Source: an optimization exercise on an open RTL-to-GDS flow (aim: small area, a short achievable clock period and few clock cycles per item). Production flows keep margins and buffers that such runs may drop.
Function was checked by simulation only, so behaviour that the tests miss may differ from the original.

## flow/design.v (module list and top-level ports; edited modules follow where they fit)
// module bcmd_fa: 10 lines
// module bcmd_xtree: 797 lines
// module bcmd_shtree: 199 lines
// module bcmd_filt: 182 lines
// module bcmd_q1tree: 318 lines
// module bcmd_ttree: 372 lines
// module bcmd_atree: 103 lines
// module bcmd_mixsum: 373 lines
// module bcmd_magtree: 137 lines
// module bcmd_integ: 168 lines
// module bcmd_target: 122 lines
// module balance_car_motor_drive: 310 lines
module balance_car_motor_drive (
  input  wire logic        clk_i,
  input  wire logic        rst_ni,
  input  wire logic        cfg_we_i,
  input  wire logic [2:0]  cfg_idx_i,
  input  wire logic [14:0] cfg_data_i,
  input  wire logic        s_axis_tvalid_i,
  output logic             s_axis_tready_o,
  input  wire logic [95:0] s_axis_tdata_i,
  output logic             m_axis_tvalid_o,
  input  wire logic        m_axis_tready_i,
  output logic [31:0]      m_axis_tdata_o
);
  // ...
==> flow/run.sh <==
#!/bin/bash
# synth_recipe.tcl (not shown) runs the flow's synth.tcl, then flattens the netlist and writes it again
# the make line also repeats each setting of config.mk as NAME=value (left out here)
make -C /OpenROAD-flow-scripts/flow DESIGN_CONFIG=/design/flow/config.mk WORK_HOME=/design/flow/orfs CLKGATE_MAP_FILE= SYNTH_SCRIPT=/design/flow/synth_recipe.tcl finish
==> flow/config.mk <==
export PLATFORM = sky130hd
export DESIGN_NAME = balance_car_motor_drive
export DESIGN_NICKNAME = balance_car_motor_drive
export VERILOG_FILES = /design/flow/design.v
export SDC_FILE = /design/flow/constraint.sdc
export NUM_CORES = 4
export LEC_CHECK = 0
export CAP_MARGIN = 60
export CORE_MARGIN = 2
export CORE_UTILIZATION = 60
export PLACE_DENSITY = 0.75
export SETUP_SLACK_MARGIN = 5
export SLEW_MARGIN = 60
export SYNTH_HIERARCHICAL = 1
export SYNTH_MINIMUM_KEEP_SIZE = 0
==> flow/constraint.sdc <==
create_clock -name core_clock -period 12.0 [get_ports {clk_i}]
set_input_delay 2.4000 -clock core_clock [delete_from_list [all_inputs] [get_ports {clk_i}]]
set_output_delay 2.4000 -clock core_clock [all_outputs]
set_load 0.01 [all_outputs]
==> impl_results.md, run 1 <==
- Outcome: finished clean
- Routed len/inst: 22.1 microns
- FFs w/ async S/R, synth: 20.3%
- Synth cell types: 132
- First-pass GRT wire length: 291 mm
- Initial core utilization: 60.3%
- Largest cell class: multi-input gates
- Finished Core Util: roughly 64%
- CP max-delay cell: fa_1
- Commonest non-fill, non-tap cell in the layout: fa_1
- Crit-path max cell delay: 0.64 ns
- Met1 Use GR: just over 40%
- Row cnt: 129
- Design Area, Final: 79400 sq um
- Seq Cell Count: between 700 and 800
- Clk buf depth: 3
- Nonclk buf count: 219
- Final clock-cell share: 3.88%
- M3 GR Usage: 4.59%
- Multi-input combinational area share: 62.0%
- Busiest grt layer: met2
- Met3 WL: 11.9 mm
- Vias per cell: 6.07
- Worst reg2reg path startpoint: s3_mpos
- Netlist Area Pre-Place: 74200 sq um
- Measured slew at the worst slew-check pin: 0.619 ns
Testbench counts, summed over its fixed seeds: cycles 3,264, items 3,200.
==> run 2, diff against run 1 <==
--- a/flow/config.mk
+++ b/flow/config.mk
@@ -7,8 +7,8 @@
 export LEC_CHECK = 0
-export CAP_MARGIN = 60
+export CAP_MARGIN = 20
 export CORE_MARGIN = 2
-export CORE_UTILIZATION = 60
-export PLACE_DENSITY = 0.75
+export CORE_UTILIZATION = 40
+export PLACE_DENSITY = 0.6
 export SETUP_SLACK_MARGIN = 5
-export SLEW_MARGIN = 60
+export SLEW_MARGIN = 20
 export SYNTH_HIERARCHICAL = 1
==> run 2 against run 1 <==
  * Still clean
  * Clock skew is 0.0095 ns higher
  * Setup slack got worse by 0.11 ns
  * Global-route usage decreased by 9.1 points
==> impl_results.md, run 2 <==
- CTS root buffer: clkbuf_16 (unchanged)
- CTS tree: built (unchanged)
- CTS Buf Count: 89 (was 87)
- M3 GR Usage: 2.62% (was 4.59%)
- Number of port buffers: 144 (unchanged)
- RePlAce Congestion: 0.895 (was 0.942)
- Core area: 185000 sq um (was 123000 sq um)
- Cell Area, Placed: 76800 sq um (was 76100 sq um)
- Proportion of layout cells with a drive suffix above 1: 8.29% (was 9.88%)
- Post-synth EDFFs: 554 (unchanged)
- Area occupied by multi-input gates: 49000 sq um (was 49200 sq um)
- Fillers: 17100 (was 9410)
- Worst reg2reg path startpoint: started_q (was s3_mpos)
- Final Hold Viols: 0 (unchanged)
- Maximum number of pins on one net before global-route repair: 150 (was 83)
- Cells after Synth: 6520 (unchanged)
- Commonest non-fill, non-tap cells in the layout: 960 x fa_1, 735 x and2_1, 650 x ha_1 (was 960 x fa_1, 735 x and2_1, 649 x ha_1)
- CP arrival: 5.71 ns (was 5.58 ns)
- Cts repair resizes: 0 (unchanged)
- Largest area contributor in the netlist: fa_1 (unchanged)
- Design Area, Final: 80000 sq um (was 79400 sq um)
- Top-count cell post-synth: fa_1 (unchanged)
- Layout area overhead: 7.73% (was 6.96%)
- Clk Latency, worst-skew pair: 0.73 ns (was 0.72 ns)
- Busiest grt layer: met2 (unchanged)
- # IOs: 153 (unchanged)
- RR Endpoint: target_q[13] (was integ_q[0])
- Hold_sp: s3_bal[16] (was s1_tl)
- Initial core utilization: 40.2% (was 60.3%)
- Critical path startpoint category: flip-flop (unchanged)
- Slew Viols, Final: 0 (unchanged)
- Outcome: finished clean (unchanged)
- Final setup TNS: 0 ns (unchanged)
- Global Route Usage Sum: 20.3% (was 29.3%)
- DRT iter0 DRCs: 3354 (was 4084)
- Cts hold-fix bufs: 0 (unchanged)
- Post CTS Setup Buffer Count: 0 (unchanged)
- Die area: 189000 sq um (was 127000 sq um)
- Most common flop cell mapped by yosys: edfxtp_1 (unchanged)
- YS warnings: 7 (unchanged)
- DRC: 0 (unchanged)
- Clock Pin Slew Worst Setup and Hold Paths: 0.06 ns (about the same)
- Setup CP Type: reg2reg (unchanged)
- Max-cap viol count: 0 (unchanged)
- First-pass GRT wire length: 302 mm (was 291 mm)
- Drt pass-1 iters: 10 (was 5)
- Hold EP: s4_bal[16] (was s2_tl)
- WL final: 188 mm (was 181 mm)
- Die Height: 435 microns (was 356 microns)
- Max FO, Critical Path: 15 (was 14)
- Die Width: 435 microns (was 356 microns)
- Vias per cell: 5.41 (was 6.07)
- Row cnt: 158 (was 129)
- WHS: 0.401 ns (was 0.412 ns)
- GR Util met2: 33.1% (was 48.1%)
- Netlist Area Pre-Place: 74200 sq um (unchanged)
- Initial antenna violation count: 11 (was 7)
- Final Skew: 0.0470 ns (was 0.0375 ns)
- Final ANT Viol Nets: 0 (unchanged)
- CP endpoint kind: flip-flop (unchanged)
- H-tree depth: 3 (unchanged)
- Synth cell types: 132 (unchanged)
- Biggest registers after layout: s2_xa: 36 flops, s2_xb: 36 flops (unchanged)
- FFs w/ async S/R, synth: 20.3% (unchanged)
- Grt ovf: 0 (unchanged)
- Hold path depth: 0 (unchanged)
- Via Count: 48700 (was 49600)
- Period utilization: 42.5% (was 41.6%)
- Post-synth top area share: 25.9% (unchanged)
- Hold Crit Class: reg2reg (unchanged)
- Post-DP HPWL: 142 mm (was 137 mm)
- Register bit total from synthesis: 730 (unchanged)
- Rel. slew slack: 25.9% (was 58.5%)
- CP required: 12.60 ns (was 12.59 ns)
- Met1 Use GR: 28.1% (was 40.4%)
- Synth cell count leaders: 960 x fa_1, 735 x and2_1, 650 x ha_1 (unchanged)
- Clock sink count: 730 (unchanged)
- R2R depth: 14 (was 15)
- Fmax: 196 MHz (was 200 MHz)
- Measured slew at the worst slew-check pin: 1.11 ns (was 0.619 ns)
- RSZ-0062 raised after global routing: false (unchanged)
- Number of global-route vias before repair: 52000 (was 52400)
- # nets final: 8169 (was 8193)
- FF/Latch Area: 20900 sq um (was 21000 sq um)
- Seq/Total Area, Yosys: 28.2% (unchanged)
- Clk buf depth: 3 (unchanged)
- Setup-failing EPs final: 0 (unchanged)
- Commonest non-fill, non-tap cell in the layout: fa_1 (unchanged)
- Avg Cell Area, Syn: 11.4 sq um (unchanged)
- R2R Setup Slk: 6.90 ns (was 7.01 ns)
- Routed len/inst: 20.9 microns (was 22.1 microns)
- Synth top area cells: fa_1 26%, edfxtp_1 22%, ha_1 11%, and2_1 6.2%, dfrtp_1 3.9% (unchanged)
- Fin crit period: 5.10 ns (was 4.99 ns)
-- run 2: changes by cell type in the layout (fill, tap and decap cells not counted), sizes merged --
cell	previous run	this run
buf	87	50
clkbuf	110	125
clkdlybuf4s50	131	143
diode	1	9
clkinv	24	19
clkinvlp	12	7
bufinv	11	8
-- run 2: area by class of cell --
class	instances	share of cell area, %
multi-input cells	4918	61.3
flip-flops and latches	730	26.2
well taps	2480	3.88
clock buffers	125	3.20
inverters	508	2.39
repair buffers	193	2.31
clock inverters	42	0.687
diodes	9	0.0282
-- run 2: per-module statistics from Yosys, one instance, submodules excluded, excerpt --
module,cells,area [sq um],flip-flops and latches,copies in the design
balance_car_motor_drive,2291,31800,730,1
bcmd_atree,223,1710,0,1
bcmd_filt,193,1490,0,1
bcmd_integ,380,2750,0,1
bcmd_magtree,187,1440,0,1
bcmd_mixsum,628,4560,0,1
bcmd_q1tree,277,1930,0,1
bcmd_shtree,182,1330,0,1
bcmd_target,283,2140,0,1
-- run 2: metrics by stage --
step | util [%] | cells | setup WS [ns]
after floorplan | - | 6526 | 2.82
after global placement | 41.5 | 8828 | 6.87
after detailed placement | 41.5 | 8828 | 6.83
after CTS | 43.2 | 8995 | 6.83
after global routing | 43.2 | 9001 | 6.41
final | 43.3 | 9005 | 6.90
-- run 2: worst max-delay path by stage --
stage,start,end,slack (ns),depth (start not counted)
floorplan,svalid_q,odata_q[18],2.82,4
detailed placement,filt_t_q[6],filt_t_q[17],6.83,14
CTS,filt_t_q[6],filt_t_q[17],6.83,14
finish,started_q,target_q[13],6.90,14
global route,filt_t_q[6],filt_c_q,6.41,15
global placement,filt_t_q[6],filt_t_q[17],6.87,14
-- run 2: critical path, stage by stage, from the launching register on --
cell	delay (ns)
dfrtp_1	0.60
mux2_2	0.41
xor2_1	0.16
ha_1	0.35
inv_1	0.06
ha_1	0.34
ha_1	0.31
a21oi_1	0.13
o21ai_0	0.15
a221oi_1	0.54
nor3_1	0.10
nand4b_1	0.66
nand3_1	0.64
o221ai_1	0.21
mux2_2	0.31
-- run 2: cell families (layout without fill, tap and decap cells) --
family / Yosys count / in the layout / share of synthesized area, %
multiplexers: 167 / 167 / 2.52
XOR/XNOR: 264 / 264 / 3.24
other: 5 / 20 / 0.0253
AO/OA/AOI/OAI: 1027 / 1027 / 9.39
buffers and inverters: 878 / 868 / 5.85
flip-flops: 730 / 730 / 28.2
AND/OR/NAND/NOR: 1839 / 1839 / 13.9
adder cells (fa/ha/maj): 1610 / 1610 / 36.9
-- run 2: per-layer routing --
layer,vias to the layer above,share of wire [%]
met2,1332,47
met3,285,5.3
met5,-,0.015
met4,6,2.9
li1,22200,-
met1,24800,45

==> port drivers added, routing unchanged <==
The flow's constraints put no driver on any port. The routed layouts listed below were extracted and timed again, unchanged, in two steps. Step 1 assumes that a clkbuf_16 drives the clock port and a buf_2 every other input. Step 2 moves the port delays by t, midway between the first and last clock arrival at a register: inputs arrive t later, outputs are due t later. That takes back most of the time a late clock gives input paths. Three values: ideal ports, drivers, drivers and shift; two values: the first two.
run	shift t [ns]	setup WS [ns]	worst setup path at the end	worst register clock-pin slew, ns
run 1	0.768	7.006 / 7.006 / 7.006	register to register	0.07 / 0.07
run 2	0.789	6.898 / 6.898 / 6.898	register to register	0.07 / 0.07
After both steps setup and hold are still met in every run listed.
